What follows belongs to an exercise in optimizing a design on an open flow for small area; a production flow would make more cautious choices.
Only simulation tests tie the RTL to the original design; equivalence was not proved.

==> flow/design.v <==
module mtmp_pow_calc (
  input  logic       clk,
  input  logic       rst_n,
  input  logic       in_vld,
  input  logic [9:0] imoy_i_j,
  input  logic [9:0] imoy_ii_jj,
  input  logic [9:0] divisor,
  input  logic [1:0] pow_sel,
  output logic       out_vld,
  output logic [8:0] mtmp,
  output logic       div0
);
  function automatic logic [8:0] sq_hyb10(input logic [8:0] v);
    logic t1;
    logic t2;
    logic t3;
    logic t4;
    logic t5;
    logic t6;
    logic t7;
    logic t8;
    logic t9;
    logic t10;
    logic t11;
    logic t12;
    logic t13;
    logic t14;
    logic t15;
    logic t16;
    logic t17;
    logic t18;
    logic t19;
    logic t20;
    logic t21;
    logic t22;
    logic t23;
    logic t24;
    logic t25;
    logic t26;
    logic t27;
    logic t28;
    logic t29;
    logic t30;
    logic t31;
    logic t32;
    logic t33;
    logic t34;
    logic t35;
    logic t36;
    logic t37;
    logic t38;
    logic t39;
    logic t40;
    logic t41;
    logic t42;
    logic t43;
    logic t44;
    logic t45;
    logic t46;
    logic [17:0] ra, rb, p;
    logic c;
    t1 = (v[0] & v[6]) ^ (v[1] & v[5]);
    t2 = (v[0] & v[6]) & (v[1] & v[5]);
    t3 = (v[0] & v[7]) ^ (v[1] & v[6]);
    t4 = (v[0] & v[7]) & (v[1] & v[6]);
    t5 = (v[0] & v[8]) ^ (v[1] & v[7]) ^ (v[2] & v[6]);
    t6 = ((v[0] & v[8]) & (v[1] & v[7])) | ((v[0] & v[8]) & (v[2] & v[6])) | ((v[1] & v[7]) & (v[2] & v[6]));
    t7 = (v[1] & v[8]) ^ (v[2] & v[7]);
    t8 = (v[1] & v[8]) & (v[2] & v[7]);
    t9 = (v[2] & v[8]) ^ (v[3] & v[7]);
    t10 = (v[2] & v[8]) & (v[3] & v[7]);
    t11 = t1 ^ (v[2] & v[4]);
    t12 = t1 & (v[2] & v[4]);
    t13 = t2 ^ t3 ^ (v[2] & v[5]);
    t14 = (t2 & t3) | (t2 & (v[2] & v[5])) | (t3 & (v[2] & v[5]));
    t15 = t4 ^ t5 ^ (v[3] & v[5]);
    t16 = (t4 & t5) | (t4 & (v[3] & v[5])) | (t5 & (v[3] & v[5]));
    t17 = t6 ^ t7 ^ (v[3] & v[6]);
    t18 = (t6 & t7) | (t6 & (v[3] & v[6])) | (t7 & (v[3] & v[6]));
    t19 = t8 ^ t9 ^ (v[4] & v[6]);
    t20 = (t8 & t9) | (t8 & (v[4] & v[6])) | (t9 & (v[4] & v[6]));
    t21 = t10 ^ (v[3] & v[8]) ^ (v[4] & v[7]);
    t22 = (t10 & (v[3] & v[8])) | (t10 & (v[4] & v[7])) | ((v[3] & v[8]) & (v[4] & v[7]));
    t23 = (v[4] & v[8]) ^ (v[5] & v[7]);
    t24 = (v[4] & v[8]) & (v[5] & v[7]);
    t25 = (v[0] & v[4]) ^ (v[1] & v[3]);
    t26 = (v[0] & v[4]) & (v[1] & v[3]);
    t27 = (v[0] & v[5]) ^ (v[1] & v[4]) ^ (v[3] & ~v[2]);
    t28 = ((v[0] & v[5]) & (v[1] & v[4])) | ((v[0] & v[5]) & (v[3] & ~v[2])) | ((v[1] & v[4]) & (v[3] & ~v[2]));
    t29 = t11 ^ (v[2] & v[3]) ^ 1'b1;
    t30 = (t11 & (v[2] & v[3])) | (t11 & 1'b1) | ((v[2] & v[3]) & 1'b1);
    t31 = t12 ^ t13 ^ (v[4] & ~v[3]);
    t32 = (t12 & t13) | (t12 & (v[4] & ~v[3])) | (t13 & (v[4] & ~v[3]));
    t33 = t14 ^ t15 ^ (v[3] & v[4]);
    t34 = (t14 & t15) | (t14 & (v[3] & v[4])) | (t15 & (v[3] & v[4]));
    t35 = t16 ^ t17 ^ (v[5] & ~v[4]);
    t36 = (t16 & t17) | (t16 & (v[5] & ~v[4])) | (t17 & (v[5] & ~v[4]));
    t37 = t18 ^ t19 ^ (v[4] & v[5]);
    t38 = (t18 & t19) | (t18 & (v[4] & v[5])) | (t19 & (v[4] & v[5]));
    t39 = t20 ^ t21 ^ (v[6] & ~v[5]);
    t40 = (t20 & t21) | (t20 & (v[6] & ~v[5])) | (t21 & (v[6] & ~v[5]));
    t41 = t22 ^ t23 ^ (v[5] & v[6]);
    t42 = (t22 & t23) | (t22 & (v[5] & v[6])) | (t23 & (v[5] & v[6]));
    t43 = t24 ^ (v[5] & v[8]) ^ (v[7] & ~v[6]);
    t44 = (t24 & (v[5] & v[8])) | (t24 & (v[7] & ~v[6])) | ((v[5] & v[8]) & (v[7] & ~v[6]));
    t45 = (v[6] & v[8]) ^ (v[6] & v[7]);
    t46 = (v[6] & v[8]) & (v[6] & v[7]);
    ra = {(v[7] & v[8]), t46, t44, t42, t40, t38, t36, t34, t32, t30, t28, t26, t25, (v[0] & v[3]), (v[0] & v[2]), (v[1] & ~v[0]), 1'b0, v[0]};
    rb = {1'b0, (v[8] & ~v[7]), t45, t43, t41, t39, t37, t35, t33, t31, t29, t27, (v[1] & v[2]), (v[2] & ~v[1]), (v[0] & v[1]), 1'b0, 1'b0, 1'b0};
    c = 1'b0;
    for (int i = 0; i < 10; i++) begin
      p[i] = ra[i] ^ rb[i] ^ c;
      c = (ra[i] & rb[i]) | (ra[i] & c) | (rb[i] & c);
    end
    p[17:10] = ra[17:10] + rb[17:10] + {7'd0, c};
    sq_hyb10 = (v >= 9'd362) ? 9'h1ff : p[16:8];
  endfunction
  function automatic logic [8:0] sq_hyb12(input logic [8:0] v);
    logic t1;
    logic t2;
    logic t3;
    logic t4;
    logic t5;
    logic t6;
    logic t7;
    logic t8;
    logic t9;
    logic t10;
    logic t11;
    logic t12;
    logic t13;
    logic t14;
    logic t15;
    logic t16;
    logic t17;
    logic t18;
    logic t19;
    logic t20;
    logic t21;
    logic t22;
    logic t23;
    logic t24;
    logic t25;
    logic t26;
    logic t27;
    logic t28;
    logic t29;
    logic t30;
    logic t31;
    logic t32;
    logic t33;
    logic t34;
    logic t35;
    logic t36;
    logic t37;
    logic t38;
    logic t39;
    logic t40;
    logic t41;
    logic t42;
    logic t43;
    logic t44;
    logic t45;
    logic t46;
    logic [17:0] ra, rb, p;
    logic c;
    t1 = (v[0] & v[6]) ^ (v[1] & v[5]);
    t2 = (v[0] & v[6]) & (v[1] & v[5]);
    t3 = (v[0] & v[7]) ^ (v[1] & v[6]);
    t4 = (v[0] & v[7]) & (v[1] & v[6]);
    t5 = (v[0] & v[8]) ^ (v[1] & v[7]) ^ (v[2] & v[6]);
    t6 = ((v[0] & v[8]) & (v[1] & v[7])) | ((v[0] & v[8]) & (v[2] & v[6])) | ((v[1] & v[7]) & (v[2] & v[6]));
    t7 = (v[1] & v[8]) ^ (v[2] & v[7]);
    t8 = (v[1] & v[8]) & (v[2] & v[7]);
    t9 = (v[2] & v[8]) ^ (v[3] & v[7]);
    t10 = (v[2] & v[8]) & (v[3] & v[7]);
    t11 = t1 ^ (v[2] & v[4]);
    t12 = t1 & (v[2] & v[4]);
    t13 = t2 ^ t3 ^ (v[2] & v[5]);
    t14 = (t2 & t3) | (t2 & (v[2] & v[5])) | (t3 & (v[2] & v[5]));
    t15 = t4 ^ t5 ^ (v[3] & v[5]);
    t16 = (t4 & t5) | (t4 & (v[3] & v[5])) | (t5 & (v[3] & v[5]));
    t17 = t6 ^ t7 ^ (v[3] & v[6]);
    t18 = (t6 & t7) | (t6 & (v[3] & v[6])) | (t7 & (v[3] & v[6]));
    t19 = t8 ^ t9 ^ (v[4] & v[6]);
    t20 = (t8 & t9) | (t8 & (v[4] & v[6])) | (t9 & (v[4] & v[6]));
    t21 = t10 ^ (v[3] & v[8]) ^ (v[4] & v[7]);
    t22 = (t10 & (v[3] & v[8])) | (t10 & (v[4] & v[7])) | ((v[3] & v[8]) & (v[4] & v[7]));
    t23 = (v[4] & v[8]) ^ (v[5] & v[7]);
    t24 = (v[4] & v[8]) & (v[5] & v[7]);
    t25 = (v[0] & v[4]) ^ (v[1] & v[3]);
    t26 = (v[0] & v[4]) & (v[1] & v[3]);
    t27 = (v[0] & v[5]) ^ (v[1] & v[4]) ^ (v[3] & ~v[2]);
    t28 = ((v[0] & v[5]) & (v[1] & v[4])) | ((v[0] & v[5]) & (v[3] & ~v[2])) | ((v[1] & v[4]) & (v[3] & ~v[2]));
    t29 = t11 ^ (v[2] & v[3]) ^ 1'b1;
    t30 = (t11 & (v[2] & v[3])) | (t11 & 1'b1) | ((v[2] & v[3]) & 1'b1);
    t31 = t12 ^ t13 ^ (v[4] & ~v[3]);
    t32 = (t12 & t13) | (t12 & (v[4] & ~v[3])) | (t13 & (v[4] & ~v[3]));
    t33 = t14 ^ t15 ^ (v[3] & v[4]);
    t34 = (t14 & t15) | (t14 & (v[3] & v[4])) | (t15 & (v[3] & v[4]));
    t35 = t16 ^ t17 ^ (v[5] & ~v[4]);
    t36 = (t16 & t17) | (t16 & (v[5] & ~v[4])) | (t17 & (v[5] & ~v[4]));
    t37 = t18 ^ t19 ^ (v[4] & v[5]);
    t38 = (t18 & t19) | (t18 & (v[4] & v[5])) | (t19 & (v[4] & v[5]));
    t39 = t20 ^ t21 ^ (v[6] & ~v[5]);
    t40 = (t20 & t21) | (t20 & (v[6] & ~v[5])) | (t21 & (v[6] & ~v[5]));
    t41 = t22 ^ t23 ^ (v[5] & v[6]);
    t42 = (t22 & t23) | (t22 & (v[5] & v[6])) | (t23 & (v[5] & v[6]));
    t43 = t24 ^ (v[5] & v[8]) ^ (v[7] & ~v[6]);
    t44 = (t24 & (v[5] & v[8])) | (t24 & (v[7] & ~v[6])) | ((v[5] & v[8]) & (v[7] & ~v[6]));
    t45 = (v[6] & v[8]) ^ (v[6] & v[7]);
    t46 = (v[6] & v[8]) & (v[6] & v[7]);
    ra = {(v[7] & v[8]), t46, t44, t42, t40, t38, t36, t34, t32, t30, t28, t26, t25, (v[0] & v[3]), (v[0] & v[2]), (v[1] & ~v[0]), 1'b0, v[0]};
    rb = {1'b0, (v[8] & ~v[7]), t45, t43, t41, t39, t37, t35, t33, t31, t29, t27, (v[1] & v[2]), (v[2] & ~v[1]), (v[0] & v[1]), 1'b0, 1'b0, 1'b0};
    c = 1'b0;
    for (int i = 0; i < 12; i++) begin
      p[i] = ra[i] ^ rb[i] ^ c;
      c = (ra[i] & rb[i]) | (ra[i] & c) | (rb[i] & c);
    end
    p[17:12] = ra[17:12] + rb[17:12] + {5'd0, c};
    sq_hyb12 = (v >= 9'd362) ? 9'h1ff : p[16:8];
  endfunction
  function automatic logic [8:0] sq_hyb8(input logic [8:0] v);
    logic t1;
    logic t2;
    logic t3;
    logic t4;
    logic t5;
    logic t6;
    logic t7;
    logic t8;
    logic t9;
    logic t10;
    logic t11;
    logic t12;
    logic t13;
    logic t14;
    logic t15;
    logic t16;
    logic t17;
    logic t18;
    logic t19;
    logic t20;
    logic t21;
    logic t22;
    logic t23;
    logic t24;
    logic t25;
    logic t26;
    logic t27;
    logic t28;
    logic t29;
    logic t30;
    logic t31;
    logic t32;
    logic t33;
    logic t34;
    logic t35;
    logic t36;
    logic t37;
    logic t38;
    logic t39;
    logic t40;
    logic t41;
    logic t42;
    logic t43;
    logic t44;
    logic t45;
    logic t46;
    logic [17:0] ra, rb, p;
    logic c;
    t1 = (v[0] & v[6]) ^ (v[1] & v[5]);
    t2 = (v[0] & v[6]) & (v[1] & v[5]);
    t3 = (v[0] & v[7]) ^ (v[1] & v[6]);
    t4 = (v[0] & v[7]) & (v[1] & v[6]);
    t5 = (v[0] & v[8]) ^ (v[1] & v[7]) ^ (v[2] & v[6]);
    t6 = ((v[0] & v[8]) & (v[1] & v[7])) | ((v[0] & v[8]) & (v[2] & v[6])) | ((v[1] & v[7]) & (v[2] & v[6]));
    t7 = (v[1] & v[8]) ^ (v[2] & v[7]);
    t8 = (v[1] & v[8]) & (v[2] & v[7]);
    t9 = (v[2] & v[8]) ^ (v[3] & v[7]);
    t10 = (v[2] & v[8]) & (v[3] & v[7]);
    t11 = t1 ^ (v[2] & v[4]);
    t12 = t1 & (v[2] & v[4]);
    t13 = t2 ^ t3 ^ (v[2] & v[5]);
    t14 = (t2 & t3) | (t2 & (v[2] & v[5])) | (t3 & (v[2] & v[5]));
    t15 = t4 ^ t5 ^ (v[3] & v[5]);
    t16 = (t4 & t5) | (t4 & (v[3] & v[5])) | (t5 & (v[3] & v[5]));
    t17 = t6 ^ t7 ^ (v[3] & v[6]);
    t18 = (t6 & t7) | (t6 & (v[3] & v[6])) | (t7 & (v[3] & v[6]));
    t19 = t8 ^ t9 ^ (v[4] & v[6]);
    t20 = (t8 & t9) | (t8 & (v[4] & v[6])) | (t9 & (v[4] & v[6]));
    t21 = t10 ^ (v[3] & v[8]) ^ (v[4] & v[7]);
    t22 = (t10 & (v[3] & v[8])) | (t10 & (v[4] & v[7])) | ((v[3] & v[8]) & (v[4] & v[7]));
    t23 = (v[4] & v[8]) ^ (v[5] & v[7]);
    t24 = (v[4] & v[8]) & (v[5] & v[7]);
    t25 = (v[0] & v[4]) ^ (v[1] & v[3]);
    t26 = (v[0] & v[4]) & (v[1] & v[3]);
    t27 = (v[0] & v[5]) ^ (v[1] & v[4]) ^ (v[3] & ~v[2]);
    t28 = ((v[0] & v[5]) & (v[1] & v[4])) | ((v[0] & v[5]) & (v[3] & ~v[2])) | ((v[1] & v[4]) & (v[3] & ~v[2]));
    t29 = t11 ^ (v[2] & v[3]) ^ 1'b1;
    t30 = (t11 & (v[2] & v[3])) | (t11 & 1'b1) | ((v[2] & v[3]) & 1'b1);
    t31 = t12 ^ t13 ^ (v[4] & ~v[3]);
    t32 = (t12 & t13) | (t12 & (v[4] & ~v[3])) | (t13 & (v[4] & ~v[3]));
    t33 = t14 ^ t15 ^ (v[3] & v[4]);
    t34 = (t14 & t15) | (t14 & (v[3] & v[4])) | (t15 & (v[3] & v[4]));
    t35 = t16 ^ t17 ^ (v[5] & ~v[4]);
    t36 = (t16 & t17) | (t16 & (v[5] & ~v[4])) | (t17 & (v[5] & ~v[4]));
    t37 = t18 ^ t19 ^ (v[4] & v[5]);
    t38 = (t18 & t19) | (t18 & (v[4] & v[5])) | (t19 & (v[4] & v[5]));
    t39 = t20 ^ t21 ^ (v[6] & ~v[5]);
    t40 = (t20 & t21) | (t20 & (v[6] & ~v[5])) | (t21 & (v[6] & ~v[5]));
    t41 = t22 ^ t23 ^ (v[5] & v[6]);
    t42 = (t22 & t23) | (t22 & (v[5] & v[6])) | (t23 & (v[5] & v[6]));
    t43 = t24 ^ (v[5] & v[8]) ^ (v[7] & ~v[6]);
    t44 = (t24 & (v[5] & v[8])) | (t24 & (v[7] & ~v[6])) | ((v[5] & v[8]) & (v[7] & ~v[6]));
    t45 = (v[6] & v[8]) ^ (v[6] & v[7]);
    t46 = (v[6] & v[8]) & (v[6] & v[7]);
    ra = {(v[7] & v[8]), t46, t44, t42, t40, t38, t36, t34, t32, t30, t28, t26, t25, (v[0] & v[3]), (v[0] & v[2]), (v[1] & ~v[0]), 1'b0, v[0]};
    rb = {1'b0, (v[8] & ~v[7]), t45, t43, t41, t39, t37, t35, t33, t31, t29, t27, (v[1] & v[2]), (v[2] & ~v[1]), (v[0] & v[1]), 1'b0, 1'b0, 1'b0};
    c = 1'b0;
    for (int i = 0; i < 8; i++) begin
      p[i] = ra[i] ^ rb[i] ^ c;
      c = (ra[i] & rb[i]) | (ra[i] & c) | (rb[i] & c);
    end
    p[17:8] = ra[17:8] + rb[17:8] + {9'd0, c};
    sq_hyb8 = (v >= 9'd362) ? 9'h1ff : p[16:8];
  endfunction
  function automatic logic [10:0] step_bk(input logic [9:0] r, input logic [9:0] dv);
    logic [10:0] t, nb, s, c;
    logic [11:0] d;
    logic q;
    logic [10:0] g, p; logic [18:1] cg, cp;
    t = {r, 1'b0};
    nb = ~{1'b0, dv};
    g = t & nb; p = t ^ nb;
    cg[1] = g[0] | (p[0] & 1'b1); cp[1] = p[0] & 1'b0;
    cg[2] = g[2] | (p[2] & g[1]); cp[2] = p[2] & p[1];
    cg[3] = g[4] | (p[4] & g[3]); cp[3] = p[4] & p[3];
    cg[4] = g[6] | (p[6] & g[5]); cp[4] = p[6] & p[5];
    cg[5] = g[8] | (p[8] & g[7]); cp[5] = p[8] & p[7];
    cg[6] = g[10] | (p[10] & g[9]); cp[6] = p[10] & p[9];
    cg[7] = cg[2] | (cp[2] & cg[1]); cp[7] = cp[2] & cp[1];
    cg[8] = cg[4] | (cp[4] & cg[3]); cp[8] = cp[4] & cp[3];
    cg[9] = cg[6] | (cp[6] & cg[5]); cp[9] = cp[6] & cp[5];
    cg[10] = cg[8] | (cp[8] & cg[7]); cp[10] = cp[8] & cp[7];
    cg[11] = cg[9] | (cp[9] & cg[10]); cp[11] = cp[9] & cp[10];
    cg[12] = cg[3] | (cp[3] & cg[7]); cp[12] = cp[3] & cp[7];
    cg[13] = cg[5] | (cp[5] & cg[10]); cp[13] = cp[5] & cp[10];
    cg[14] = g[1] | (p[1] & cg[1]); cp[14] = p[1] & cp[1];
    cg[15] = g[3] | (p[3] & cg[7]); cp[15] = p[3] & cp[7];
    cg[16] = g[5] | (p[5] & cg[12]); cp[16] = p[5] & cp[12];
    cg[17] = g[7] | (p[7] & cg[10]); cp[17] = p[7] & cp[10];
    cg[18] = g[9] | (p[9] & cg[13]); cp[18] = p[9] & cp[13];
    c[0] = 1'b1;
    c[1] = cg[1];
    c[2] = cg[14];
    c[3] = cg[7];
    c[4] = cg[15];
    c[5] = cg[12];
    c[6] = cg[16];
    c[7] = cg[10];
    c[8] = cg[17];
    c[9] = cg[13];
    c[10] = cg[18];
    q = cg[11];
    s = p ^ c;
    step_bk = {q, q ? s[9:0] : t[9:0]};
  endfunction
  logic [10:0] dsub_s0;
  logic [11:0] sub8_s0;
  logic [12:0] ssat_s0;
  logic [9:0] d_s0;
  logic sat_s0;
  logic [9:0] r8_s0;
  logic q8_s0;
  logic [10:0] st7_s0;
  logic q7_s0;
  logic [9:0] r7_s0;
  logic [9:0] dv_q_s1;
  logic [1:0] ps_q_s1;
  logic sat_q_s1;
  logic [9:0] r_q_s1;
  logic q8_q_s1;
  logic q7_q_s1;
  logic [10:0] st6_s1;
  logic q6_s1;
  logic [9:0] r6_s1;
  logic [10:0] st5_s1;
  logic q5_s1;
  logic [9:0] r5_s1;
  logic [10:0] st4_s1;
  logic q4_s1;
  logic [9:0] r4_s1;
  logic [9:0] dv_q_s2;
  logic [1:0] ps_q_s2;
  logic sat_q_s2;
  logic [9:0] r_q_s2;
  logic q8_q_s2;
  logic q7_q_s2;
  logic q6_q_s2;
  logic q5_q_s2;
  logic q4_q_s2;
  logic [10:0] st3_s2;
  logic q3_s2;
  logic [9:0] r3_s2;
  logic [10:0] st2_s2;
  logic q2_s2;
  logic [9:0] r2_s2;
  logic [10:0] st1_s2;
  logic q1_s2;
  logic [9:0] r1_s2;
  logic [9:0] dv_q_s3;
  logic [1:0] ps_q_s3;
  logic sat_q_s3;
  logic [9:0] r_q_s3;
  logic q8_q_s3;
  logic q7_q_s3;
  logic q6_q_s3;
  logic q5_q_s3;
  logic q4_q_s3;
  logic q3_q_s3;
  logic q2_q_s3;
  logic q1_q_s3;
  logic [10:0] st0_s3;
  logic q0_s3;
  logic [8:0] x0_s3;
  logic z_s3;
  logic [8:0] x1_s3;
  logic [8:0] x_q_s4;
  logic [1:0] ps_q_s4;
  logic z_q_s4;
  logic [8:0] x2_s4;
  logic p3_s4;
  logic [8:0] x_q_s5;
  logic z_q_s5;
  logic p3_q_s5;
  logic [8:0] x3_s5;
  logic [4:0] vld_q;
  assign dsub_s0 = {1'b0, imoy_i_j} - {1'b0, imoy_ii_jj};
  assign sub8_s0 = {2'b0, imoy_i_j} - {2'b0, imoy_ii_jj} - {2'b0, divisor};
  assign ssat_s0 = {3'b0, imoy_i_j} - {3'b0, imoy_ii_jj} - {2'b0, divisor, 1'b0};
  assign d_s0 = dsub_s0[10] ? 10'd0 : dsub_s0[9:0];
  assign sat_s0 = ~ssat_s0[12] | (divisor == 10'd0);
  assign q8_s0 = ~sub8_s0[11];
  assign r8_s0 = q8_s0 ? sub8_s0[9:0] : d_s0;
  assign st7_s0 = step_bk(r8_s0, divisor);
  assign q7_s0 = st7_s0[10];
  assign r7_s0 = st7_s0[9:0];
  assign st6_s1 = step_bk(r_q_s1, dv_q_s1);
  assign q6_s1 = st6_s1[10];
  assign r6_s1 = st6_s1[9:0];
  assign st5_s1 = step_bk(r6_s1, dv_q_s1);
  assign q5_s1 = st5_s1[10];
  assign r5_s1 = st5_s1[9:0];
  assign st4_s1 = step_bk(r5_s1, dv_q_s1);
  assign q4_s1 = st4_s1[10];
  assign r4_s1 = st4_s1[9:0];
  assign st3_s2 = step_bk(r_q_s2, dv_q_s2);
  assign q3_s2 = st3_s2[10];
  assign r3_s2 = st3_s2[9:0];
  assign st2_s2 = step_bk(r3_s2, dv_q_s2);
  assign q2_s2 = st2_s2[10];
  assign r2_s2 = st2_s2[9:0];
  assign st1_s2 = step_bk(r2_s2, dv_q_s2);
  assign q1_s2 = st1_s2[10];
  assign r1_s2 = st1_s2[9:0];
  assign st0_s3 = step_bk(r_q_s3, dv_q_s3);
  assign q0_s3 = st0_s3[10];
  assign x0_s3 = sat_q_s3 ? 9'h1ff : {q8_q_s3, q7_q_s3, q6_q_s3, q5_q_s3, q4_q_s3, q3_q_s3, q2_q_s3, q1_q_s3, q0_s3};
  assign z_s3 = dv_q_s3 == 10'd0;
  assign x1_s3 = (ps_q_s3 != 2'd0) ? sq_hyb10(x0_s3) : x0_s3;
  assign x2_s4 = ps_q_s4[1] ? sq_hyb12(x_q_s4) : x_q_s4;
  assign p3_s4 = &ps_q_s4;
  assign x3_s5 = p3_q_s5 ? sq_hyb8(x_q_s5) : x_q_s5;
  always_ff @(posedge clk or negedge rst_n)
    if (!rst_n) vld_q <= '0;
    else vld_q <= {vld_q[3:0], in_vld};
  always_ff @(posedge clk) begin
    dv_q_s1 <= divisor;
    ps_q_s1 <= pow_sel;
    sat_q_s1 <= sat_s0;
    r_q_s1 <= r7_s0;
    q8_q_s1 <= q8_s0;
    q7_q_s1 <= q7_s0;
    dv_q_s2 <= dv_q_s1;
    ps_q_s2 <= ps_q_s1;
    sat_q_s2 <= sat_q_s1;
    r_q_s2 <= r4_s1;
    q8_q_s2 <= q8_q_s1;
    q7_q_s2 <= q7_q_s1;
    q6_q_s2 <= q6_s1;
    q5_q_s2 <= q5_s1;
    q4_q_s2 <= q4_s1;
    dv_q_s3 <= dv_q_s2;
    ps_q_s3 <= ps_q_s2;
    sat_q_s3 <= sat_q_s2;
    r_q_s3 <= r1_s2;
    q8_q_s3 <= q8_q_s2;
    q7_q_s3 <= q7_q_s2;
    q6_q_s3 <= q6_q_s2;
    q5_q_s3 <= q5_q_s2;
    q4_q_s3 <= q4_q_s2;
    q3_q_s3 <= q3_s2;
    q2_q_s3 <= q2_s2;
    q1_q_s3 <= q1_s2;
    x_q_s4 <= x1_s3;
    ps_q_s4 <= ps_q_s3;
    z_q_s4 <= z_s3;
    x_q_s5 <= x2_s4;
    z_q_s5 <= z_q_s4;
    p3_q_s5 <= p3_s4;
  end
  assign out_vld = vld_q[4];
  assign mtmp    = x3_s5;
  assign div0    = z_q_s5;
endmodule
==> flow/run.sh <==
#!/bin/bash
# synth_recipe.tcl (not shown) runs the flow's synth.tcl, then flattens the netlist and writes it again
# the make line also repeats each setting of config.mk as NAME=value (left out here)
make -C /OpenROAD-flow-scripts/flow DESIGN_CONFIG=/design/flow/config.mk WORK_HOME=/design/flow/orfs CLKGATE_MAP_FILE= SYNTH_SCRIPT=/design/flow/synth_recipe.tcl finish
==> flow/config.mk <==
export PLATFORM = sky130hd
export DESIGN_NAME = mtmp_pow_calc
export DESIGN_NICKNAME = mtmp_pow_calc
export VERILOG_FILES = /design/flow/design.v
export SDC_FILE = /design/flow/constraint.sdc
export NUM_CORES = 4
export LEC_CHECK = 0
export CAP_MARGIN = 20
export CORE_MARGIN = 2
export CORE_UTILIZATION = 40
export CTS_CLUSTER_SIZE = 30
export SLEW_MARGIN = 20
==> flow/constraint.sdc <==
create_clock -name core_clock -period 7.0 [get_ports {clk}]
set_input_delay 1.4000 -clock core_clock [delete_from_list [all_inputs] [get_ports {clk}]]
set_output_delay 1.4000 -clock core_clock [all_outputs]
set_load 0.01 [all_outputs]
==> results of run 1 <==
flip-flops by register name (all words and copies together) (netlist names), 9 cells and up:
signal   count
r_q_s2      10
dv_q_s3     10
dv_q_s1     10
r_q_s1      10
dv_q_s2     10
x_q_s4       9
x_q_s5       9
r_q_s3      10
per-layer routing:
metal | share of wire [%] | vias to the layer above
met4 | 0.73 | 0
met2 | 50 | 46
met1 | 47 | 3682
met3 | 1.3 | 9
met5 | 0 | -
li1 | - | 4000
cells in the mapped netlist (all sizes together), types with 3 or more instances:
cell type	instances
a21boi	4
clkbuf	30
or4	3
xor2	25
o21a	13
dfrtp	5
mux2	41
a31oi	4
o211ai	7
o22a	13
nor2	76
fa	80
o21bai	7
nand2	92
dfxtp	107
nand4	3
or2	6
or3	6
inv	135
buf	5
and2	59
nand3	3
o31ai	5
nor3	31
o41ai	5
a21o	19
nor4	6
nand2b	18
mux2i	18
a21oi	65
xnor2	34
o21ai	43
a211oi	6
ha	142
nor2b	16
maj3	3
worst paths after layout:
kind,start,endpoint,cells after the start,slack [ns]
setup / recovery,x_q_s5[1],mtmp[8],17,0.40
hold / removal,q6_q_s2,q6_q_s3,0,0.32
setup reg to reg,dv_q_s1[1],r_q_s2[6],24,0.62
hold reg to reg,q6_q_s2,q6_q_s3,0,0.32
max in group asynchronous,rst_n,vld_q[2],1,5.57
min in group asynchronous,rst_n,vld_q[4],1,1.26
through the flow:
step                      cells  setup slack (ns)  cell area, um^2
after CTS                  1534            0.2759            11640
after global placement     1518            0.2449            11340
after floorplan            1165            0.5119            10550
after detailed placement   1518           0.08796            11340
after global routing       1534          0.005966            11660
final                      1534            0.4016            11660
logic make-up after synthesis:
logic type	count (synthesis)	share of synthesized area [%]
AOI/OAI and AO/OA	214	13.62
DFF	112	21.48
adders and majority gates	225	32.30
muxes	59	6.403
and+or+nand+nor	326	15.18
buffers and inverters	170	6.118
xor gates and xnor gates	59	4.897
cell type report:
type,instances,area share (%)
tap,335,3.594
sequential,112,19.46
timing repair buffer,53,4.377
clock inverter,7,0.6437
clock buffer,9,1.931
inverter,135,4.345
multi-input combinational,883,65.65
==> impl_metrics.csv, run 1 <==
group,metric,value,unit
yosys,yosysWarnings,1,
place,port_buffers,45,
critical_path,worstSetupEndpointType,"primary output",
global_routing,busiest_layer,"met2",
global_routing,use_met1,20.18,%
die,coreArea,25980,um^2
routing,drtIter0Drc,359,
yosys,ys_ff_latch,112,
critical_path,path_common_cell,"fa_1",
routing,vias_per_cell,5.044,
yosys,ys_seq_area_share,21.48,%
yosys,synth_flop_cell,"dfxtp_1",
yosys,ys_types,68,
clock_network,clk_pin_slew,0.08,ns
yosys,postSynthAreaPerCell,9.058,um^2
final_layout,fillers,2575,
global_routing,antenna_found_initial,0,
final_layout,final-seq-area,2270,um^2
critical_path,critPathTopFamily,"adder cells",
global_routing,use_met2,27.78,%
clock_network,cts_setup_buffers,0,
global_routing,grt_pass1_vias,7706,
timing,fin_setup_tns,0,ns
critical_path,critPathLaunchType,"flip-flop",
die,die_x,166.4,um
global_routing,grt_max_degree,25,
critical_path,slowest_stage,"clkdlybuf4s50_1",
global_routing,use_met3,1.996,%
timing,holdWs,0.3224,ns
yosys,synth_edf_count,0,
clock_network,hold_buffers,0,
critical_path,path_cells,"and2_1, ha_1, fa_1, inv_1, fa_1, inv_1, fa_1, fa_1, a21o_1, a21oi_1, nor2b_1, o21a_1, o41ai_1, xor2_1, nand3b_1, o211ai_1, clkdlybuf4s50_1",
final_layout,multi_input_area,7656,um^2
clock_network,cts.sinks,112,
timing,drv_slew,0,
timing,hold_violations,0,
critical_path,required,5.60,ns
routing,routedWlPerCell,13.55,um
clock_network,clk-insertion-delay-late,0.35,ns
worst_hold_path,min_path_type,"reg -> reg",
timing,max_freq,0.1516,GHz
yosys,syn-cell-area,10550,um^2
global_routing,overflow,0,
clock_network,htree_levels,3,
run,maxCapViolations,0,
place,dp_hpwl,17.35,mm
clock_network,cts_resized,0,
run_status,outcome,"finished clean",
final_layout,final_cell_mix,"ha_1, inv_1, dfxtp_1, nand2_1, fa_1",
final_layout,mostFrequentLayoutCell,"ha_1",
die,rows,59,
routing,first_pass_iters,4,
final_layout,final_nets,1451,
final_layout,fin_util,44.88,%
yosys,async_flop_share,4.464,%
critical_path,path_class,"reg -> out",
clock_network,cts_buffer_depth,2,
yosys,synthCells,1165,
final_layout,num_antenna_cells,0,
timing,setup-violations-final,0,
die,die_area,27700,um^2
place,place_congestion,0.8574,
global_routing,grtUsageTotal,15.56,%
routing,drcViolationCount,0,
timing,period_needed,6.598,ns
critical_path,slowest_delay,0.57,ns
die,dieHeight,166.4,um
routing,routed_wl,20.78,mm
yosys,synth_top_area_cell,"dfxtp_1",
critical_path,critPathMaxFanout,8,
final_layout,syn2layout_area_growth,10.52,%
clock_network,cts_tree,"done",
timing,worst_pin_slew,0.9557,ns
die,ios,46,
die,start_util,40.61,%
clock_network,cts_buffers,9,
yosys,syn-num-nets,1422,
clock_network,cts_root_buf,"clkbuf_16",
yosys,synth_top_area_share,20.30,%
routing,postRouteAntennaNets,0,
critical_path,cp.arrival,5.20,ns
final_layout,drive_gt1_share,7.006,%
global_routing,grt_pass1_wl,36.16,mm
timing,relSlewSlack,36.05,%
timing,finClkSkew,0.01148,ns
yosys,synthTopCellsByArea,"dfxtp_1, ha_1, fa_1",
timing,rsz0062_at_grt,"false",
timing,fin_crit_sh,94.26,%
routing,dr_total_vias,7737,
critical_path,crit_buf_inv,3,
==> run 2: changes to the inputs <==
==> flow/flow/run.sh (new file) <==
#!/bin/bash
# The standard layout, with the port buffers made from the smallest plain buffer cell
# instead of the delay buffer buffer_ports picks by default. Everything else is unchanged.
set -euo pipefail
bash standard.sh "BUFFER_PORTS_ARGS=-buffer_cell sky130_fd_sc_hd__buf_1" finish > standard.log 2>&1
==> flow/standard.sh (new file) <==
#!/bin/bash
# synth_recipe.tcl (not shown) runs the flow's synth.tcl, then flattens the netlist and writes it again
# the make line also repeats each setting of config.mk as NAME=value (left out here)
make -C /OpenROAD-flow-scripts/flow DESIGN_CONFIG=/design/flow/config.mk WORK_HOME=/design/flow/orfs CLKGATE_MAP_FILE= SYNTH_SCRIPT=/design/flow/synth_recipe.tcl "${@:-finish}"
--- a/flow/config.mk
+++ b/flow/config.mk
@@ -10,3 +10,2 @@
 export CORE_UTILIZATION = 40
-export CTS_CLUSTER_SIZE = 30
 export SLEW_MARGIN = 20
removed: flow/run.sh
==> run 2 against run 1 <==
  * Utilization is 1.2 points lower
  * Clock skew shrank 0.0020 ns
  * Sequential share of layout area rose by 0.51 points
  * Synthesized cell count stayed put
  * Critical path type is now reg -> reg
  * Highest routed layer unchanged
==> impl_metrics.csv, run 2 <==
group,metric,value,unit
routing,routed_wl,20.90,mm
clock_network,cts.sinks,112,
run,maxCapViolations,0,
global_routing,grt_max_degree,25,
critical_path,required,7.25,ns
critical_path,slowest_delay,0.52,ns
clock_network,htree_levels,3,
clock_network,cts_buffer_depth,2,
die,ios,46,
global_routing,grt_pass1_vias,7766,
timing,setup-violations-final,0,
global_routing,overflow,0,
timing,drv_slew,0,
final_layout,num_antenna_cells,0,
yosys,ys_ff_latch,112,
yosys,synthXorXnorAreaFrac,4.897,%
timing,worst_pin_slew,0.9764,ns
yosys,synth-compound-area-share,13.62,%
die,coreArea,25980,um^2
timing,fin_setup_tns,0,ns
yosys,synthTopCellsByArea,"dfxtp_1, ha_1, fa_1",
critical_path,path_class,"reg -> reg",
routing,met2_length,10.29,mm
timing,hold_violations,0,
die,rows,59,
routing,postRouteAntennaNets,0,
clock_network,cts_tree,"done",
die,start_util,40.61,%
routing,top_layer,"met4",
routing,drtIter0Drc,321,
routing,wl_met1,9.914,mm
global_routing,antenna_found_initial,0,
timing,rsz0062_at_grt,"false",
routing,first_pass_iters,4,
critical_path,path_common_cell,"nand2_1",
yosys,yosysWarnings,1,
place,port_buffers,45,
final_layout,final_nets,1450,
place,dp_hpwl,17.40,mm
yosys,synthAdderAreaFrac,32.30,%
timing,max_freq,0.1551,GHz
final_layout,mostFrequentLayoutCell,"ha_1",
yosys,synthCells,1165,
routing,vias_per_cell,5.023,
critical_path,critPathTopFamily,"compound AO/OA/AOI/OAI gates",
yosys,syn-cell-area,10550,um^2
worst_hold_path,min_path_type,"reg -> reg",
critical_path,crit_buf_inv,3,
final_layout,final-seq-area,2267,um^2
place,dp_cells,1517,
yosys,yosys.area_share.simple,15.18,%
place,place_congestion,0.8345,
timing,finClkSkew,0.009492,ns
yosys,async_flop_share,4.464,%
final_layout,syn2layout_area_growth,7.588,%
yosys,synth_top_area_cell,"dfxtp_1",
yosys,synth_top_area_share,20.30,%
run_status,outcome,"finished clean",
global_routing,grt_pass1_wl,36.41,mm
clock_network,cts_root_buf,"clkbuf_16",
yosys,ys_seq_area_share,21.48,%
timing,fin_crit_sh,92.14,%
final_layout,multi_input_area,7655,um^2
final_layout,stdcell_count,1533,
final_layout,final_cell_mix,"ha_1, inv_1, dfxtp_1, nand2_1, fa_1",
yosys,synth.most_common_cell,"ha_1",
routing,routed-wl-met3,453,um
die,dieHeight,166.4,um
yosys,ys_types,68,
final_layout,fillers,2577,
critical_path,critPathLaunchType,"flip-flop",
critical_path,worstSetupEndpointType,"flip-flop",
clock_network,cts_buffers,9,
routing,routedWlPerCell,13.63,um
routing,drcViolationCount,0,
clock_network,cts_setup_buffers,0,
clock_network,clk_pin_slew,0.08,ns
yosys,synth_flop_cell,"dfxtp_1",
die,die_x,166.4,um
yosys,postSynthAreaPerCell,9.058,um^2
timing,relSlewSlack,34.67,%
die,die_area,27700,um^2
clock_network,clk-insertion-delay-late,0.36,ns
yosys,syn-num-nets,1422,
yosys,synthMuxAreaShare,6.403,%
yosys,synth_edf_count,0,
final_layout,drive_gt1_share,6.594,%
yosys,synth_top_family_by_area,"adder cells",
critical_path,slowest_stage,"or3b_1",
timing,period_needed,6.450,ns
routing,dr_total_vias,7700,
global_routing,grtUsageTotal,15.62,%
critical_path,cp.arrival,6.70,ns
critical_path,critPathMaxFanout,10,
yosys,synth_common_cells,"ha_1, inv_1, dfxtp_1",
==> run 2: cell counts after synthesis <==
Identical to the previous run, type by type.
==> run 2: worst paths after layout <==
kind,startpoint,end,slack (ns),cells after the start
setup reg to reg,dv_q_s1[1],r_q_s2[6],0.55,25
hold reg to reg,q7_q_s2,q7_q_s3,0.32,0
min in group asynchronous,rst_n,vld_q[4],0.87,1
max in group asynchronous,rst_n,vld_q[0],5.93,1
setup / recovery,dv_q_s1[1],r_q_s2[6],0.55,25
hold / removal,q7_q_s2,q7_q_s3,0.32,0
==> run 2: layer usage <==
metal,up-vias,global-route usage [%]
li1,3993,-
met1,3631,20.29
met2,61,27.76
met3,15,2.091
met4,0,3.336
met5,-,0
==> run 2: what timing repair did <==
| action | in CTS | in global routing |
|---|---|---|
| hold buffers | 0 | 0 |
| resized for setup | 0 | 2 |
| endpoints found under the setup margin | 0 | 8 |
==> run 2: cell type report <==
cell class | instances | area share, %
Clock inverter | 6 | 0.4849
Timing Repair Buffer | 52 | 1.951
Clock buffer | 10 | 2.017
Sequential cell | 112 | 19.97
Inverter | 135 | 4.463
Tap cell | 335 | 3.692
Multi-Input combinational cell | 883 | 67.42
==> run 2: cells by family (layout without fill, tap and decap cells) <==
kind of cell | count (synthesis) | after routing
flops | 112 | 112
fa+ha+maj | 225 | 225
buf+inv | 170 | 203
mux | 59 | 59
compound gates | 214 | 214
simple gates | 326 | 326
xor+xnor | 59 | 59
==> run 2: metrics by stage <==
| step | cell area [um^2] | setup slack [ns] | util, % | hold WS (ns) |
|---|---|---|---|---|
| after floorplan | 10550 | 0.5119 | - | 0.3096 |
| after global placement | 11050 | 0.4748 | 42.54 | 0.3098 |
| after detailed placement | 11050 | 0.3525 | 42.54 | 0.3121 |
| after CTS | 11340 | 0.5920 | 43.63 | 0.3267 |
| after global routing | 11350 | 0.02360 | 43.69 | 0.3324 |
| final | 11350 | 0.5505 | 43.69 | 0.3240 |
==> run 3: changes to the inputs <==
==> flow/flow/run.sh (replaced) <==
#!/bin/bash
# The standard layout, with the port buffers made from the smallest plain buffer cell
# instead of the delay buffer buffer_ports picks by default, and a clock tree of clkbuf_8
# cells in clusters of at most 10 flip-flops, without dummy loads. Everything else is unchanged.
set -euo pipefail
bash standard.sh \
  "BUFFER_PORTS_ARGS=-buffer_cell sky130_fd_sc_hd__buf_1" \
  "CTS_ARGS=-sink_clustering_enable -repair_clock_nets -dont_use_dummy_load -buf_list sky130_fd_sc_hd__clkbuf_8 -root_buf sky130_fd_sc_hd__clkbuf_8 -sink_clustering_buffer sky130_fd_sc_hd__clkbuf_8 -sink_clustering_size 10" \
  finish > standard.log 2>&1
--- a/flow/config.mk
+++ b/flow/config.mk
@@ -9,3 +9,3 @@
 export CORE_MARGIN = 2
-export CORE_UTILIZATION = 40
+export CORE_UTILIZATION = 55
 export SLEW_MARGIN = 20
==> run 3 against run 2 <==
  * Synthesized cell count did not move
  * Design area fell by 2.3%
  * Setup slack got worse by 0.0032 ns
  * Global-route usage increased by 6.3 points
  * Die area fell by 27%
  * Final cell count down 7.0%
  * Critical path type is now in -> reg
  * Highest routed layer unchanged
==> impl_metrics.csv, run 3 <==
group,metric,value,unit
clock_network,cts_buffers,9,
yosys,synthMuxAreaShare,6.403,%
timing,worst_pin_slew,0.9229,ns
final_layout,syn2layout_area_growth,5.063,%
timing,fin_crit_sh,92.18,%
routing,drcViolationCount,0,
final_layout,postLayoutCellArea,11090,um^2
die,die_x,142.5,um
yosys,synthAdderAreaFrac,32.30,%
place,place_area,10950,um^2
timing,relSlewSlack,38.38,%
timing,period_needed,6.453,ns
yosys,synth_top_area_share,20.30,%
run_status,outcome,"finished clean",
timing,drv_slew,0,
yosys,synth_top_area_cell,"dfxtp_1",
critical_path,critPathMaxFanout,12,
global_routing,grt_max_degree,25,
critical_path,reg2reg_setup_slack,0.69,ns
timing,hold_violations,0,
timing,setup-violations-final,0,
global_routing,antenna_found_initial,0,
yosys,yosys.area_share.simple,15.18,%
routing,routed_wl,20.76,mm
clock_network,cts.sinks,112,
die,die_area,20310,um^2
routing,vias_per_cell,5.358,
die,start_util,56.23,%
critical_path,slowest_delay,0.42,ns
final_layout,drive_gt1_share,6.213,%
die,ios,46,
critical_path,critPathLaunchType,"input pin",
yosys,ys_seq_area_share,21.48,%
yosys,syn-num-nets,1422,
critical_path,required,7.25,ns
global_routing,grt_pass1_vias,7557,
yosys,synth-compound-area-share,13.62,%
final_layout,num_antenna_cells,0,
yosys,synth_flop_cell,"dfxtp_1",
clock_network,clk_pin_slew,0.11,ns
yosys,synthTopCellsByArea,"dfxtp_1, ha_1, fa_1",
yosys,synth_common_cells,"ha_1, inv_1, dfxtp_1",
critical_path,critPathTopFamily,"compound AO/OA/AOI/OAI gates",
critical_path,slowest_stage,"fa_1",
timing,finClkSkew,0.03978,ns
final_layout,final_cell_mix,"ha_1, inv_1, dfxtp_1, nand2_1, fa_1",
routing,routedWlPerCell,14.57,um
clock_network,clk-insertion-delay-late,0.40,ns
global_routing,overflow,0,
clock_network,cts_setup_buffers,0,
clock_network,htree_levels,3,
final_layout,mostFrequentLayoutCell,"ha_1",
critical_path,path_class,"in -> reg",
yosys,synth_edf_count,0,
yosys,synthXorXnorAreaFrac,4.897,%
critical_path,crit_buf_inv,5,
timing,rsz0062_at_grt,"false",
routing,postRouteAntennaNets,0,
critical_path,cp.arrival,6.70,ns
routing,first_pass_iters,5,
yosys,synth_top_family_by_area,"adder cells",
clock_network,cts_tree,"done",
clock_network,cts_buffer_depth,2,
critical_path,worstSetupEndpointType,"flip-flop",
run,maxCapViolations,0,
yosys,synth.most_common_cell,"ha_1",
place,port_buffers,45,
yosys,syn-cell-area,10550,um^2
yosys,ys_ff_latch,112,
yosys,async_flop_share,4.464,%
yosys,yosysWarnings,1,
clock_network,hold_buffers,0,
clock_network,cts_root_buf,"clkbuf_8",
die,rows,50,
die,dieHeight,142.5,um
die,coreArea,18770,um^2
place,place_congestion,0.8396,
yosys,synthCells,1165,
place,dp_hpwl,17.31,mm
global_routing,grtUsageTotal,21.89,%
global_routing,grt_pass1_wl,36.27,mm
yosys,ys_types,68,
routing,dr_total_vias,7635,
yosys,postSynthAreaPerCell,9.058,um^2
routing,drtIter0Drc,242,
final_layout,final_nets,1450,
timing,max_freq,0.1550,GHz
timing,fin_setup_tns,0,ns
worst_hold_path,min_path_type,"reg -> reg",
-- run 3: cell counts after synthesis --
No cell type changed its count.
-- run 3: worst reg2reg max path, delay by kind of cell (launching register included) --
kind	cells	cell delay (ns)
xor gates and xnor gates	1	0.15
adders and majority gates	8	3.26
muxes	1	0.15
DFF	1	0.32
AOI/OAI and AO/OA	10	1.59
buffers and inverters	3	0.17
and+or+nand+nor	3	0.49
-- run 3: layout make-up --
class	count	area [um^2]
Timing Repair Buffer	52	234.0
Tap cell	234	292.8
Inverter	135	506.7
Clock buffer	9	123.9
Sequential cell	112	2267
Multi-Input combinational cell	883	7662
Fill cell	1738	7681
-- run 3: worst paths after layout --
| kind | start | endpoint | depth (start not counted) |
|---|---|---|---|
| hold / removal | q8_q_s1 | q8_q_s2 | 0 |
| setup reg to reg | dv_q_s3[1] | x_q_s4[8] | 26 |
| min in group asynchronous | rst_n | vld_q[4] | 1 |
| setup / recovery | imoy_i_j[0] | r_q_s1[4] | 28 |
| hold reg to reg | q8_q_s1 | q8_q_s2 | 0 |
| max in group asynchronous | rst_n | vld_q[2] | 1 |
-- run 3: what timing repair did --
action                                  CTS  global route
endpoints found under the setup margin    0             8
resized for setup                         0             2
endpoints found under the hold margin     0             0
-- run 3: cells by family after synthesis --
logic type / Yosys count
xor gates and xnor gates: 59
and+or+nand+nor: 326
muxes: 59
DFF: 112
AOI/OAI and AO/OA: 214
buffers and inverters: 170
adders and majority gates: 225
-- run 3: per-layer routing --
layer	track usage (%)	wire length, um	vias up
li1	-	-	3985
met1	31.01	10560	3582
met2	36.46	9623	60
met3	3.466	474	8
met4	2.553	102	0
met5	0	0	-
-- run 3: metrics by stage --
stage	hold slack (ns)	setup slack (ns)	instances	utilization [%]
2_1_floorplan	0.3096	0.5119	1165	-
3_3_place_gp	0.3120	0.2623	1416	58.33
3_5_place_dp	0.3121	0.1849	1416	58.33
4_1_cts	0.2878	0.5323	1425	58.99
5_1_grt	0.2985	0.04544	1425	59.07
6_report	0.2946	0.5473	1425	59.07
==> run 4: changes to the inputs <==
--- a/flow/design.v
+++ b/flow/design.v
@@ -327,3 +327,3 @@
   endfunction
-  function automatic logic [10:0] step_bk(input logic [9:0] r, input logic [9:0] dv);
+  function automatic logic [10:0] step_bk(input logic [9:0] r, input logic [9:0] ndv);
     logic [10:0] t, nb, s, c;
@@ -333,3 +333,3 @@
     t = {r, 1'b0};
-    nb = ~{1'b0, dv};
+    nb = {1'b1, ndv};
     g = t & nb; p = t ^ nb;
@@ -378,3 +378,3 @@
   logic [9:0] r7_s0;
-  logic [9:0] dv_q_s1;
+  logic [9:0] ndv_q_s1;
   logic [1:0] ps_q_s1;
@@ -393,3 +393,3 @@
   logic [9:0] r4_s1;
-  logic [9:0] dv_q_s2;
+  logic [9:0] ndv_q_s2;
   logic [1:0] ps_q_s2;
@@ -411,3 +411,3 @@
   logic [9:0] r1_s2;
-  logic [9:0] dv_q_s3;
+  logic [9:0] ndv_q_s3;
   logic [1:0] ps_q_s3;
@@ -445,27 +445,27 @@
   assign r8_s0 = q8_s0 ? sub8_s0[9:0] : d_s0;
-  assign st7_s0 = step_bk(r8_s0, divisor);
+  assign st7_s0 = step_bk(r8_s0, ~divisor);
   assign q7_s0 = st7_s0[10];
   assign r7_s0 = st7_s0[9:0];
-  assign st6_s1 = step_bk(r_q_s1, dv_q_s1);
+  assign st6_s1 = step_bk(r_q_s1, ndv_q_s1);
   assign q6_s1 = st6_s1[10];
   assign r6_s1 = st6_s1[9:0];
-  assign st5_s1 = step_bk(r6_s1, dv_q_s1);
+  assign st5_s1 = step_bk(r6_s1, ndv_q_s1);
   assign q5_s1 = st5_s1[10];
   assign r5_s1 = st5_s1[9:0];
-  assign st4_s1 = step_bk(r5_s1, dv_q_s1);
+  assign st4_s1 = step_bk(r5_s1, ndv_q_s1);
   assign q4_s1 = st4_s1[10];
   assign r4_s1 = st4_s1[9:0];
-  assign st3_s2 = step_bk(r_q_s2, dv_q_s2);
+  assign st3_s2 = step_bk(r_q_s2, ndv_q_s2);
   assign q3_s2 = st3_s2[10];
   assign r3_s2 = st3_s2[9:0];
-  assign st2_s2 = step_bk(r3_s2, dv_q_s2);
+  assign st2_s2 = step_bk(r3_s2, ndv_q_s2);
   assign q2_s2 = st2_s2[10];
   assign r2_s2 = st2_s2[9:0];
-  assign st1_s2 = step_bk(r2_s2, dv_q_s2);
+  assign st1_s2 = step_bk(r2_s2, ndv_q_s2);
   assign q1_s2 = st1_s2[10];
   assign r1_s2 = st1_s2[9:0];
-  assign st0_s3 = step_bk(r_q_s3, dv_q_s3);
+  assign st0_s3 = step_bk(r_q_s3, ndv_q_s3);
   assign q0_s3 = st0_s3[10];
   assign x0_s3 = sat_q_s3 ? 9'h1ff : {q8_q_s3, q7_q_s3, q6_q_s3, q5_q_s3, q4_q_s3, q3_q_s3, q2_q_s3, q1_q_s3, q0_s3};
-  assign z_s3 = dv_q_s3 == 10'd0;
+  assign z_s3 = &ndv_q_s3;
   assign x1_s3 = (ps_q_s3 != 2'd0) ? sq_hyb10(x0_s3) : x0_s3;
@@ -478,3 +478,3 @@
   always_ff @(posedge clk) begin
-    dv_q_s1 <= divisor;
+    ndv_q_s1 <= ~divisor;
     ps_q_s1 <= pow_sel;
@@ -484,3 +484,3 @@
     q7_q_s1 <= q7_s0;
-    dv_q_s2 <= dv_q_s1;
+    ndv_q_s2 <= ndv_q_s1;
     ps_q_s2 <= ps_q_s1;
@@ -493,3 +493,3 @@
     q4_q_s2 <= q4_s1;
-    dv_q_s3 <= dv_q_s2;
+    ndv_q_s3 <= ndv_q_s2;
     ps_q_s3 <= ps_q_s2;
==> run 4 against run 3 <==
  * Setup slack got worse by 0.051 ns
  * Final cell count fell by 2.4%
  * Design area fell by 1.6%
  * Global-route usage fell by 0.27 points
  * Sequential cell count did not move
  * Via count fell by 0.63%
  * Largest cell class unchanged
  * Highest routed layer unchanged
==> impl_metrics.csv, run 4 <==
group,metric,value,unit
die,ios,46,
critical_path,rr_worst_depth,27,
yosys,synth_top_area_cell,"dfxtp_1",
critical_path,path_class,"in -> reg",
timing,drv_slew,0,
critical_path,critPathMaxFanout,10,
yosys,synth_common_cells,"ha_1, inv_1, dfxtp_1",
clock_network,hold_buffers,0,
clock_network,cts_root_buf,"clkbuf_8",
yosys,syn-num-nets,1381,
die,die_x,141.1,um
clock_network,htree_levels,3,
yosys,synthCells,1124,
global_routing,grtUsageTotal,21.63,%
yosys,ys_ff_latch,112,
routing,first_pass_iters,4,
die,start_util,55.63,%
timing,max_freq,0.1538,GHz
place,port_buffers,45,
clock_network,cts_setup_buffers,0,
routing,drtIter0Drc,351,
routing,drcViolationCount,0,
routing,routedWlPerCell,14.17,um
clock_network,cts_tree,"done",
clock_network,cts_buffers,9,
final_layout,multi_input_area,7462,um^2
worst_hold_path,hold_path_end,"sat_q_s2",
run,maxCapViolations,0,
clock_network,clk-insertion-delay-late,0.38,ns
timing,rsz0062_at_grt,"false",
die,rows,50,
critical_path,cp.depth,27,
clock_network,cts.sinks,112,
critical_path,required,7.25,ns
global_routing,overflow,0,
final_layout,mostFrequentLayoutCell,"ha_1",
yosys,ys_seq_area_share,21.93,%
final_layout,fin_util,58.71,%
critical_path,worstSetupEndpointType,"flip-flop",
final_layout,num_antenna_cells,0,
final_layout,fillers,1712,
clock_network,cts_resized,0,
place,place_ws,0.05254,ns
final_layout,final_nets,1416,
place,dp_hpwl,16.35,mm
place,place_congestion,0.8374,
critical_path,critPathLaunchType,"input pin",
yosys,ys_types,66,
yosys,synth_top_area_share,20.72,%
global_routing,grt_pass1_vias,7575,
yosys,postSynthAreaPerCell,9.196,um^2
yosys,synth_edf_count,0,
final_layout,drive_gt1_share,5.618,%
critical_path,regToRegStartpoint,"ndv_q_s3[4]",
critical_path,slowest_stage,"or4_1",
critical_path,critPathTopFamily,"compound AO/OA/AOI/OAI gates",
global_routing,antenna_found_initial,0,
routing,vias_per_cell,5.454,
timing,finClkSkew,0.02957,ns
critical_path,cp.arrival,6.75,ns
clock_network,clk_pin_slew,0.10,ns
routing,dr_total_vias,7587,
final_layout,final_cell_mix,"ha_1, inv_1, dfxtp_1, a21oi_1, fa_1",
yosys,syn-cell-area,10340,um^2
yosys,yosysWarnings,1,
timing,worst_pin_slew,0.7702,ns
final_layout,syn2layout_area_growth,5.532,%
worst_hold_path,min_path_type,"reg -> reg",
run_status,outcome,"finished clean",
die,die_area,19910,um^2
final_layout,final-seq-area,2267,um^2
critical_path,slowest_delay,0.41,ns
routing,postRouteAntennaNets,0,
yosys,synthTopCellsByArea,"dfxtp_1, ha_1, fa_1",
timing,fin_crit_sh,92.91,%
die,coreArea,18580,um^2
yosys,async_flop_share,4.464,%
critical_path,reg2reg_setup_slack,0.69,ns
timing,setup-violations-final,0,
worst_hold_path,whs_path_depth,0,
timing,fin_setup_tns,0,ns
timing,relSlewSlack,48.65,%
routing,routed_wl,19.71,mm
critical_path,crit_buf_inv,5,
critical_path,r2r_end,"x_q_s4[8]",
timing,hold_violations,0,
global_routing,grt_max_degree,39,
die,dieHeight,141.1,um
timing,worst_slack,0.4966,ns
global_routing,grt_pass1_wl,35.63,mm
yosys,synth_flop_cell,"dfxtp_1",
timing,period_needed,6.503,ns
yosys,synth.most_common_cell,"ha_1",
worst_hold_path,min_from,"sat_q_s1",
clock_network,cts_buffer_depth,2,
run 4: cell types whose count changed after synthesis, sizes merged, moves of 5 or more:
cell | previous run | this run
a21o | 19 | 49
nor3 | 31 | 21
or2 | 6 | 1
a21oi | 65 | 82
inv | 135 | 122
nand2b | 18 | 12
nand2 | 92 | 60
nor2 | 76 | 67
mux2 | 41 | 25
run 4: layout make-up:
cell class                      instances  share of cell area (%)
Multi-Input combinational cell        851                   68.41
Sequential cell                       112                   20.78
Inverter                              122                   4.198
Timing Repair Buffer                   63                   2.787
Tap cell                              234                   2.684
Clock buffer                            9                   1.136
run 4: worst max path at each step:
stage,from,to,slack (ns)
2_1_floorplan,imoy_i_j[0],r_q_s1[2],0.64
3_3_place_gp,imoy_i_j[0],r_q_s1[4],0.12
3_5_place_dp,imoy_i_j[0],r_q_s1[7],0.05
4_1_cts,imoy_i_j[0],r_q_s1[6],0.44
5_1_grt,imoy_i_j[0],r_q_s1[8],0.02
6_report,imoy_i_j[0],r_q_s1[6],0.50
run 4: worst reg2reg max path: cells and delay by family, from the launching register on:
family	cells	cell delay [ns]
adders and majority gates	8	2.79
AOI/OAI and AO/OA	11	2.03
and+or+nand+nor	6	0.75
DFF	1	0.34
xor gates and xnor gates	1	0.21
buffers and inverters	1	0.04
run 4: kinds of logic after synthesis:
kind of cell | share of synthesized area [%]
mux | 4.842
fa+ha+maj | 32.88
xor+xnor | 4.830
compound gates | 16.46
simple gates | 13.16
flops | 21.93
buf+inv | 5.895
run 4: per-layer routing:
layer | global-route usage [%] | vias up | wire length (um)
li1 | - | 3887 | -
met1 | 30.93 | 3580 | 9949
met2 | 34.70 | 97 | 8956
met3 | 3.091 | 23 | 549
met4 | 5.211 | 0 | 255
met5 | 0 | - | 0
run 4: per-stage QoR:
| step | instances | cell area, um^2 | hold WS [ns] |
|---|---|---|---|
| 2_1_floorplan | 1124 | 10340 | 0.3096 |
| 3_3_place_gp | 1379 | 10760 | 0.3100 |
| 3_5_place_dp | 1379 | 10760 | 0.3121 |
| 4_1_cts | 1388 | 10880 | 0.3235 |
| 5_1_grt | 1391 | 10910 | 0.3262 |
| 6_report | 1391 | 10910 | 0.3181 |

[what the ideal ports hide]
The flow's constraints put no driver on any port. The routed layouts listed below were extracted and timed again, unchanged, in two steps. Step 1 sets driving cells, clkbuf_16 on the clock port and buf_2 on the other inputs (assumed; they add their load-dependent delay and slew). Step 2 also shifts input and output timing later by t, the mid clock arrival at the registers, as if the neighbouring blocks saw the same clock. a / b / c = ideal / step 1 / step 2; a / b = the first two.
run | t, ns | setup slack, ns | worst setup path at the end | clock arrival spread, ns | slew at the worst register clock pin (ns)
run 1 | 0.392 | 0.402 / 0.356 / 0.072 | input to register | 0.014 / 0.013 | 0.08 / 0.08
run 2 | 0.400 | 0.550 / 0.550 / 0.400 | input to register | 0.010 / 0.010 | 0.08 / 0.08
run 3 | 0.413 | 0.547 / 0.543 / 0.151 | input to register | 0.041 / 0.040 | 0.11 / 0.11
run 4 | 0.409 | 0.497 / 0.517 / 0.108 | input to register | 0.030 / 0.030 | 0.10 / 0.10
After both steps every run listed still meets setup and hold. The setup slack of run 3, which loses most, moves by -0.004 ns with the drivers and by -0.396 ns with both steps.
